What follows belongs to an exercise in optimizing a design on an open flow for small area, a short achievable clock period and few clock cycles per item; a production flow would make more cautious choices.
Function was checked by simulation only, so behaviour that the tests miss may differ from the original.
Power is estimated from default activity; no workload was simulated.

### run.sh
#!/bin/bash
# synth_recipe.tcl (not shown) runs the flow's synth.tcl, then flattens the netlist and writes it again
# the make line also repeats each setting of config.mk as NAME=value (left out here)
make -C /OpenROAD-flow-scripts/flow DESIGN_CONFIG=/design/flow/config.mk WORK_HOME=/design/flow/orfs CLKGATE_MAP_FILE= SYNTH_SCRIPT=/design/flow/synth_recipe.tcl finish
### config.mk
export PLATFORM = sky130hd
export DESIGN_NAME = loeffler_dct_8
export DESIGN_NICKNAME = loeffler_dct_8
export VERILOG_FILES = /design/flow/design.v
export SDC_FILE = /design/flow/constraint.sdc
export NUM_CORES = 4
export LEC_CHECK = 0
export CAP_MARGIN = 20
export CORE_MARGIN = 2
export CORE_UTILIZATION = 40
export SLEW_MARGIN = 20
### constraint.sdc
create_clock -name core_clock -period 8.5 [get_ports {clock}]
set_input_delay 1.7000 -clock core_clock [delete_from_list [all_inputs] [get_ports {clock}]]
set_output_delay 1.7000 -clock core_clock [all_outputs]
set_load 0.01 [all_outputs]
### design.v
`default_nettype none
package dct_pkg;
    typedef logic signed [7:0]  sample_t;     
    typedef logic signed [15:0] word_t;       
    typedef logic        [8:0]  coeff_t;      
    typedef logic        [2:0]  coeff_sel_t;
    typedef logic        [4:0]  spad_addr_t;  
    typedef logic        [5:0]  step_t;
    typedef logic        [2:0]  bin_t;        
    typedef struct packed {
        logic       wr_from_mul;   
        logic       wr_en;
        logic       wr_out;        
        spad_addr_t wr_addr;
        coeff_sel_t coeff_sel;
        logic       op2_from_mul;
        logic       op1_from_mul;
        logic       neg_op2;
        logic       neg_op1;
        logic       latch_op1;
        logic       rd_spad;       
        spad_addr_t rd_addr;
    } ucode_t;
    typedef struct packed {
        logic  valid;
        bin_t  index;
        word_t data;
    } result_t;
endpackage
`default_nettype wire
`default_nettype none
module dct_sequencer (
    input  wire logic clock,
    input  wire logic nreset,
    output dct_pkg::ucode_t    ucode,
    output logic      frame_done
);
    localparam dct_pkg::step_t LAST_WRITE_STEP = 6'd56;   
    dct_pkg::step_t step;
    always_ff @(posedge clock) begin
        if (nreset) begin
            step <= '0;
        end else if (step == dct_pkg::step_t'(57)) begin
            step <= '0;
        end else begin
            step <= step + 6'd1;
        end
    end
    assign frame_done = (step == LAST_WRITE_STEP);
    always_comb begin
        case (step)
            6'd0:  ucode = {3'b000, 5'd0,  3'd0, 5'b00001, 1'b0, 5'd0};
            6'd1:  ucode = {3'b000, 5'd0,  3'd0, 5'b00001, 1'b0, 5'd7};   
            6'd2:  ucode = {3'b010, 5'd0,  3'd0, 5'b00000, 1'b0, 5'd1};   
            6'd3:  ucode = {3'b000, 5'd0,  3'd0, 5'b00001, 1'b0, 5'd6};
            6'd4:  ucode = {3'b010, 5'd1,  3'd0, 5'b00000, 1'b0, 5'd2};   
            6'd5:  ucode = {3'b000, 5'd0,  3'd0, 5'b00001, 1'b0, 5'd5};
            6'd6:  ucode = {3'b010, 5'd2,  3'd0, 5'b00000, 1'b0, 5'd3};   
            6'd7:  ucode = {3'b000, 5'd0,  3'd0, 5'b00001, 1'b0, 5'd4};
            6'd8:  ucode = {3'b010, 5'd3,  3'd0, 5'b00000, 1'b0, 5'd3};   
            6'd9:  ucode = {3'b000, 5'd0,  3'd0, 5'b00001, 1'b0, 5'd4};
            6'd10: ucode = {3'b010, 5'd4,  3'd0, 5'b00100, 1'b0, 5'd2};   
            6'd11: ucode = {3'b000, 5'd0,  3'd0, 5'b00001, 1'b0, 5'd5};
            6'd12: ucode = {3'b010, 5'd5,  3'd0, 5'b00100, 1'b0, 5'd1};   
            6'd13: ucode = {3'b000, 5'd0,  3'd0, 5'b00001, 1'b0, 5'd6};
            6'd14: ucode = {3'b010, 5'd6,  3'd0, 5'b00100, 1'b0, 5'd0};   
            6'd15: ucode = {3'b000, 5'd0,  3'd0, 5'b00001, 1'b0, 5'd7};
            6'd16: ucode = {3'b010, 5'd7,  3'd0, 5'b00100, 1'b1, 5'd0};   
            6'd17: ucode = {3'b000, 5'd0,  3'd0, 5'b00001, 1'b1, 5'd3};
            6'd18: ucode = {3'b010, 5'd8,  3'd0, 5'b00000, 1'b1, 5'd1};   
            6'd19: ucode = {3'b000, 5'd0,  3'd0, 5'b00001, 1'b1, 5'd2};
            6'd20: ucode = {3'b010, 5'd9,  3'd0, 5'b00000, 1'b1, 5'd1};   
            6'd21: ucode = {3'b000, 5'd0,  3'd0, 5'b00001, 1'b1, 5'd2};
            6'd22: ucode = {3'b010, 5'd10, 3'd0, 5'b00100, 1'b1, 5'd0};   
            6'd23: ucode = {3'b000, 5'd0,  3'd0, 5'b00001, 1'b1, 5'd3};
            6'd24: ucode = {3'b010, 5'd11, 3'd0, 5'b00100, 1'b1, 5'd4};   
            6'd25: ucode = {3'b000, 5'd0,  3'd0, 5'b00000, 1'b1, 5'd7};
            6'd26: ucode = {3'b000, 5'd0,  3'd1, 5'b00000, 1'b1, 5'd4};
            6'd27: ucode = {3'b000, 5'd0,  3'd1, 5'b01001, 1'b1, 5'd7};
            6'd28: ucode = {3'b010, 5'd12, 3'd0, 5'b10000, 1'b1, 5'd5};
            6'd29: ucode = {3'b000, 5'd0,  3'd2, 5'b01001, 1'b1, 5'd6};
            6'd30: ucode = {3'b010, 5'd15, 3'd3, 5'b10010, 1'b1, 5'd5};
            6'd31: ucode = {3'b000, 5'd0,  3'd3, 5'b01001, 1'b1, 5'd6};
            6'd32: ucode = {3'b010, 5'd13, 3'd2, 5'b10000, 1'b1, 5'd8};
            6'd33: ucode = {3'b000, 5'd0,  3'd7, 5'b01001, 1'b1, 5'd9};
            6'd34: ucode = {3'b010, 5'd14, 3'd7, 5'b10010, 1'b1, 5'd8};
            6'd35: ucode = {3'b000, 5'd0,  3'd7, 5'b01001, 1'b1, 5'd9};
            6'd36: ucode = {3'b011, 5'd0,  3'd7, 5'b10000, 1'b1, 5'd10};  
            6'd37: ucode = {3'b000, 5'd0,  3'd4, 5'b01001, 1'b1, 5'd11};
            6'd38: ucode = {3'b011, 5'd4,  3'd5, 5'b10100, 1'b1, 5'd10};  
            6'd39: ucode = {3'b000, 5'd0,  3'd5, 5'b01001, 1'b1, 5'd11};
            6'd40: ucode = {3'b011, 5'd2,  3'd4, 5'b10000, 1'b1, 5'd0};   
            6'd41: ucode = {3'b000, 5'd0,  3'd0, 5'b01001, 1'b1, 5'd12};  
            6'd42: ucode = {3'b011, 5'd6,  3'd0, 5'b10011, 1'b1, 5'd14};  
            6'd43: ucode = {3'b010, 5'd20, 3'd0, 5'b00000, 1'b1, 5'd13};  
            6'd44: ucode = {3'b000, 5'd0,  3'd0, 5'b00001, 1'b1, 5'd15};
            6'd45: ucode = {3'b010, 5'd21, 3'd0, 5'b00010, 1'b1, 5'd12};  
            6'd46: ucode = {3'b000, 5'd0,  3'd0, 5'b00001, 1'b1, 5'd14};
            6'd47: ucode = {3'b010, 5'd22, 3'd0, 5'b00100, 1'b1, 5'd13};  
            6'd48: ucode = {3'b000, 5'd0,  3'd0, 5'b00001, 1'b1, 5'd15};
            6'd49: ucode = {3'b010, 5'd23, 3'd0, 5'b00000, 1'b1, 5'd20};  
            6'd50: ucode = {3'b000, 5'd0,  3'd0, 5'b00001, 1'b1, 5'd23};
            6'd51: ucode = {3'b011, 5'd7,  3'd0, 5'b00010, 1'b1, 5'd23};  
            6'd52: ucode = {3'b011, 5'd1,  3'd0, 5'b00000, 1'b1, 5'd21};  
            6'd53: ucode = {3'b000, 5'd0,  3'd6, 5'b00000, 1'b1, 5'd22};
            6'd54: ucode = {3'b000, 5'd0,  3'd6, 5'b00000, 1'b1, 5'd0};
            6'd55: ucode = {3'b111, 5'd3,  3'd0, 5'b00000, 1'b1, 5'd0};   
            6'd56: ucode = {3'b111, 5'd5,  3'd0, 5'b00000, 1'b1, 5'd0};   
            default: ucode = '0;                                           
        endcase
    end
endmodule
`default_nettype wire
`default_nettype none
module dct_coeff_multiplier (
    input  wire logic       clock,
    input  wire dct_pkg::word_t      operand,
    input  wire dct_pkg::coeff_sel_t coeff_sel,
    output dct_pkg::word_t           product
);
    dct_pkg::coeff_t            coeff;
    dct_pkg::word_t             operand_q;
    dct_pkg::coeff_t            coeff_q;
    logic signed [31:0] product_q;
    always_comb begin
        case (coeff_sel)
            3'd0: coeff = 9'd213;
            3'd1: coeff = 9'd142;
            3'd2: coeff = 9'd251;
            3'd3: coeff = 9'd50;
            3'd4: coeff = 9'd139;
            3'd5: coeff = 9'd334;
            3'd6: coeff = 9'd362;
            default: coeff = 9'd91;
        endcase
    end
    always_ff @(posedge clock) begin
        operand_q <= operand;    
        coeff_q   <= coeff;
        product_q <= operand_q * $signed({7'b0, coeff_q});   
    end
    assign product = product_q[23:8];
endmodule
`default_nettype wire
`default_nettype none
module dct_scratchpad (
    input  wire logic       clock,
    input  wire logic       wr_en,
    input  wire dct_pkg::spad_addr_t wr_addr,
    input  wire dct_pkg::word_t      wr_data,
    input  wire dct_pkg::spad_addr_t rd_addr,
    output dct_pkg::word_t           rd_data
);
    dct_pkg::word_t mem [32];
    always_ff @(posedge clock) begin
        if (wr_en) begin
            mem[wr_addr] <= wr_data;
        end
        rd_data <= mem[rd_addr];   
    end
endmodule
`default_nettype wire
`default_nettype none
module dct_datapath (
    input  wire logic    clock,
    input  wire logic    nreset,
    input  wire dct_pkg::ucode_t  ucode,
    input  wire dct_pkg::sample_t fetch_data,
    input  wire dct_pkg::word_t   spad_rd_data,
    input  wire dct_pkg::word_t   product,
    output dct_pkg::word_t        operand_bus,
    output logic         spad_wr_en,
    output dct_pkg::word_t        spad_wr_data,
    output dct_pkg::result_t      result
);
    logic  rd_spad_q;      
    dct_pkg::word_t op_latch;
    dct_pkg::word_t op1;
    dct_pkg::word_t op2;
    dct_pkg::word_t sum;
    dct_pkg::word_t wb_data;
    always_ff @(posedge clock) begin
        if (nreset) begin
            rd_spad_q <= 1'b0;
        end else begin
            rd_spad_q <= ucode.rd_spad;
        end
    end
    assign operand_bus = rd_spad_q ? spad_rd_data : {{8{fetch_data[7]}}, fetch_data};
    always_ff @(posedge clock) begin
        if (nreset) begin
            op_latch <= '0;
        end else if (ucode.latch_op1) begin
            op_latch <= ucode.op1_from_mul ? product : operand_bus;
        end
    end
    assign op1 = ucode.neg_op1 ? -op_latch : op_latch;
    assign op2 = ucode.op2_from_mul ? product : operand_bus;
    assign sum = op1 + (ucode.neg_op2 ? -op2 : op2);
    assign wb_data = ucode.wr_from_mul ? product : sum;
    assign spad_wr_en   = ucode.wr_en && !ucode.wr_out;
    assign spad_wr_data = wb_data;
    assign result.valid = ucode.wr_en && ucode.wr_out;
    assign result.index = ucode.wr_addr[2:0];
    assign result.data  = wb_data;
endmodule
`default_nettype wire
`default_nettype none
module loeffler_dct_8 (
    input  wire logic    clock,
    input  wire logic    nreset,
    input  wire dct_pkg::sample_t fetch_data,
    output dct_pkg::bin_t         fetch_addr,
    output dct_pkg::result_t      result,
    output logic         frame_done
);
    dct_pkg::ucode_t ucode;
    dct_pkg::word_t  operand_bus;
    dct_pkg::word_t  product;
    dct_pkg::word_t  spad_rd_data;
    dct_pkg::word_t  spad_wr_data;
    logic   spad_wr_en;
    dct_sequencer u_sequencer (
        .clock      (clock),
        .nreset     (nreset),
        .ucode      (ucode),
        .frame_done (frame_done)
    );
    dct_datapath u_datapath (
        .clock        (clock),
        .nreset       (nreset),
        .ucode        (ucode),
        .fetch_data   (fetch_data),
        .spad_rd_data (spad_rd_data),
        .product      (product),
        .operand_bus  (operand_bus),
        .spad_wr_en   (spad_wr_en),
        .spad_wr_data (spad_wr_data),
        .result       (result)
    );
    dct_scratchpad u_scratchpad (
        .clock   (clock),
        .wr_en   (spad_wr_en),
        .wr_addr (ucode.wr_addr),
        .wr_data (spad_wr_data),
        .rd_addr (ucode.rd_addr),
        .rd_data (spad_rd_data)
    );
    dct_coeff_multiplier u_multiplier (
        .clock     (clock),
        .operand   (operand_bus),
        .coeff_sel (ucode.coeff_sel),
        .product   (product)
    );
    assign fetch_addr = ucode.rd_addr[2:0];   
endmodule
`default_nettype wire
==> summary.txt <==
## cell usage in the layout (no fill, tap or decap), types with 15 or more instances in the layout
master / synthesis / final
edfxtp_1: 512 / 512
nand2_1: 168 / 168
mux4_2: 160 / 160
inv_1: 148 / 148
fa_1: 115 / 115
dfxtp_1: 102 / 97
ha_1: 78 / 78
and2_1: 75 / 75
nor2_1: 98 / 67
clkbuf_16: 0 / 59
buf_4: 6 / 56
xnor2_1: 46 / 43
mux2_2: 41 / 41
o21ai_0: 50 / 41
a21oi_1: 34 / 34
clkdlybuf4s50_1: 0 / 33
mux2i_1: 30 / 29
nor2_2: 0 / 28
xor2_1: 23 / 23
nand3_1: 19 / 19
nor3_1: 17 / 17
clkbuf_1: 73 / 15
## kinds of logic (layout without fill, tap and decap cells)
group	after synthesis	after routing	synth area share, %
AO/OA/AOI/OAI	177	177	3.889
adder cells (fa/ha/maj)	193	193	11.00
other	0	1	0
XOR/XNOR	69	69	2.028
flip-flops	614	614	58.46
multiplexers	231	231	14.65
buffers and inverters	245	346	3.162
AND/OR/NAND/NOR	431	431	6.811
## power by group through the flow
stage | clock (µW) | sequential (µW) | combinational (µW)
5_1_grt | 2740 | 3650 | 1920
4_1_cts | 2630 | 3640 | 1730
2_1_floorplan | 0 | 3620 | 1250
6_report | 2570 | 3640 | 1710
3_5_place_dp | 0 | 3700 | 1700
3_3_place_gp | 0 | 3700 | 1690
## worst paths after layout
path                            cells past startpoint                     from  slack, ns                    endpoint
worst max-delay path                               16            fetch_data[1]       0.43                  result[14]
worst min-delay path                                1      u_datapath.ucode[5]       0.45        u_datapath.rd_spad_q
worst max register to register                     18  u_multiplier.coeff_q[1]       2.18  u_multiplier.product_q[23]
worst min register to register                      1      u_datapath.ucode[5]       0.45        u_datapath.rd_spad_q
## per-layer routing
metal / global-route usage, % / vias to the layer above / part of all wire, %
li1: - / 7354 / -
met1: 26.18 / 8559 / 44
met2: 32.47 / 413 / 50
met3: 2.911 / 94 / 4.5
met4: 4.348 / 4 / 1.7
met5: 0 / - / 0.033
## flip-flops by register name, summed over array words and instances (netlist names)
name and cells:
u_datapath.op_latch 16, u_multiplier.product_q 16, u_datapath.rd_spad_q 1, u_multiplier.operand_q 16
u_datapath.ucode 22, u_multiplier.coeff_q 9, u_scratchpad.rd_data 16, u_sequencer.step 6
u_scratchpad.mem 512
## worst max-delay path: cells and delay by family
kind            cells  cell delay, ns
buf+inv             2            1.05
xor+xnor            1            0.13
simple gates        4            0.62
compound gates      5            1.54
mux                 2            0.67
fa+ha+maj           2            0.65
## stage by stage
step / hold slack (ns) / total power, µW
global placement: 0.4294 / 5388
CTS: 0.4551 / 7995
detailed placement: 0.4335 / 5402
finish: 0.4533 / 7918
floorplan: 0.4138 / 4872
global route: 0.4731 / 8311
## timing repair
action                     4_1_cts  5_1_grt
gates resized for setup          0        1
setup buffers                    0        0
hold endpoints to repair         0        0
setup endpoints to repair        0        2
## cell type report
type / instances / area [µm²] / share of cell area [%]
antenna: 1 / 2.502 / 0.007467
tap: 969 / 1212 / 3.618
timing repair buffer: 90 / 770.7 / 2.300
clock buffer: 79 / 1602 / 4.779
sequential: 614 / 17430 / 52.01
inverter: 151 / 566.8 / 1.691
multi-input combinational: 1101 / 11640 / 34.74
clock inverter: 26 / 286.5 / 0.8550
==> impl_metrics.csv <==
group,metric,value,unit
synth,synth_seq_cells,614,
layout,fin_nets,2218,
synth,synth_flop_cell,"edfxtp_1",
synth,synth_cells,1960,
drt,post-route-drc-count,0,
synth,ys_seq_area_share,58.46,%
sta,setup-tns-final,0,ns
synth,yosysTopAreaCellShare,51.60,%
placed_design,placed_cell_area,0.03161,mm²
placed_design,dp_worst_setup_slack,0.3545,ns
synth,avgSynthCellArea,15.20,µm²
clock_network,ctsRootBufferMaster,"clkbuf_16",
drt,drtPass1Iterations,6,
setup_path,worstSetupEndpointType,"output pin",
layout,area_growth,12.48,%
drt,drt-initial-drc-count,1167,
floorplan,num_rows,100,
sta,fin_crit_sh,94.99,%
global_routing,grt_first_pass_wirelength,110.5,mm
synth,synthTopCellsByCount,"edfxtp_1 (512), nand2_1 (168), mux4_2 (160), inv_1 (148), fa_1 (115)",
drt,vias,16420,
setup_path,slowest_delay,0.56,ns
sta,skew,0.02602,ns
min_path,worst_hold_path_type,"reg2reg",
sta,finalSetupViolations,0,
drt,wl,71.99,mm
global_routing,antenna_found_initial,2,
power,power_frac_seq,45.9,%
setup_path,start_kind,"primary input",
placed_design,dp.cells,2925,
setup_path,arrival,6.37,ns
clock_network,clk_latency,0.63,ns
setup_path,slowest_stage,"clkdlybuf4s50_1",
setup_path,critical_path_class,"in2out",
sta,rsz0062_at_grt,"false",
power,p_clk_share,32.5,%
layout,nFillCells,6524,
clock_network,numCtsBuffers,57,
sta,max_clock_freq,0.1239,GHz
floorplan,ios,34,
synth,ys_warn_count,4,
synth,yosys.area.top_type,"edfxtp_1",
setup_path,crit_fanout,6,
floorplan,dieWidth,276.9,µm
power,power.share.switching,27.79,%
clock_network,cts_buffer_depth,3,
clock_network,cts-htree-levels,2,
setup_path,crit_chain,"clkdlybuf4s50_1, mux2_2, mux2i_2, ha_1, nor2_1, xnor2_1, ha_1, nor2b_1, o21ai_0, a21boi_0, o21ai_0, a2111o_1, a311oi_1, or4_1, nand3_1, clkdlybuf4s50_1",
run_status,outcome,"no timing/DRC/antenna violations",
floorplan,die_y,276.9,µm
setup_path,cp.required,6.80,ns
drt,wl_per_cell,23.75,µm
clock_network,path_clk_slew,0.06,ns
layout,design_area,0.03351,mm²
drt,ant_nets,0,
power,max-vdd-ir-drop,186.4,µV
sta,max_slew_margin,33.74,%
synth,synth.most_common_cell,"edfxtp_1",
floorplan,coreArea,0.07407,mm²
sta,hold_viol,0,
layout,fin_util,45.24,%
clock_network,tritoncts,"built",
floorplan,start_util,40.22,%
power,combinationalPowerShare,21.6,%
run,maxCapViolCount,0,
synth,synth_nets,2163,
layout,drive_gt1_share,19.80,%
synth,synth_edf_count,512,
global_routing,grt_max_degree,99,
synth,synth.distinct_cells,65,
global_routing,grt_usage,19.16,%
synth,synth_area_leaders,"edfxtp_1 (52%), mux4_2 (12%), fa_1 (7.7%)",
global_routing,overflow,0,
power,internal_power,5718,µW
placed_design,dpl.hpwl,46.07,mm
sta,slew_violations,0,
drt,vias_per_cell,5.419,
sta,tightest_slew,0.9926,ns
sta,period_needed,8.074,ns
floorplan,dieArea,0.07669,mm²
power,p_sw,2200,µW
clock_network,holdBufCountCts,0,
layout,fin_cells,3031,
sta,finalWorstSetupSlack,0.4262,ns
clock_network,clock_sinks,614,
synth,netlist_area,0.02979,mm²
synth,ys_async_sr_fraction,0,%
global_routing,grt_pass1_vias,17300,
placed_design,port_buffers,33,
power,p_per_area,236.3,mW/mm²
power,p_leak,0.01188,µW
placed_design,place_congestion,0.8540,
Testbench counts, summed over its fixed seeds: cycles 22,264, frames 384.

==> port drivers added, routing unchanged <==
How much do the figures lean on ideal ports? The routed layout below was timed once more, with nothing changed but the port constraints. Step 1 sets driving cells, clkbuf_16 on the clock port and buf_2 on the other inputs (assumed; they add their load-dependent delay and slew). Step 2, shift: input delay + t, output delay - t, t = (earliest + latest rising clock arrival at the registers) / 2. This alone moves slack from input paths to output paths. Slacks: ideal ports / drivers / drivers and shift; pairs: ideal ports / drivers.
shift t [ns]: 0.678
setup slack, ns: 0.426 / 0.406 / 0.406
worst setup path at the end: input to output
pins driven straight from the clock port: 1
After both steps this run still meets setup and hold. For this run, drivers alone change the setup slack by -0.020 ns; drivers and shift together by -0.020 ns.
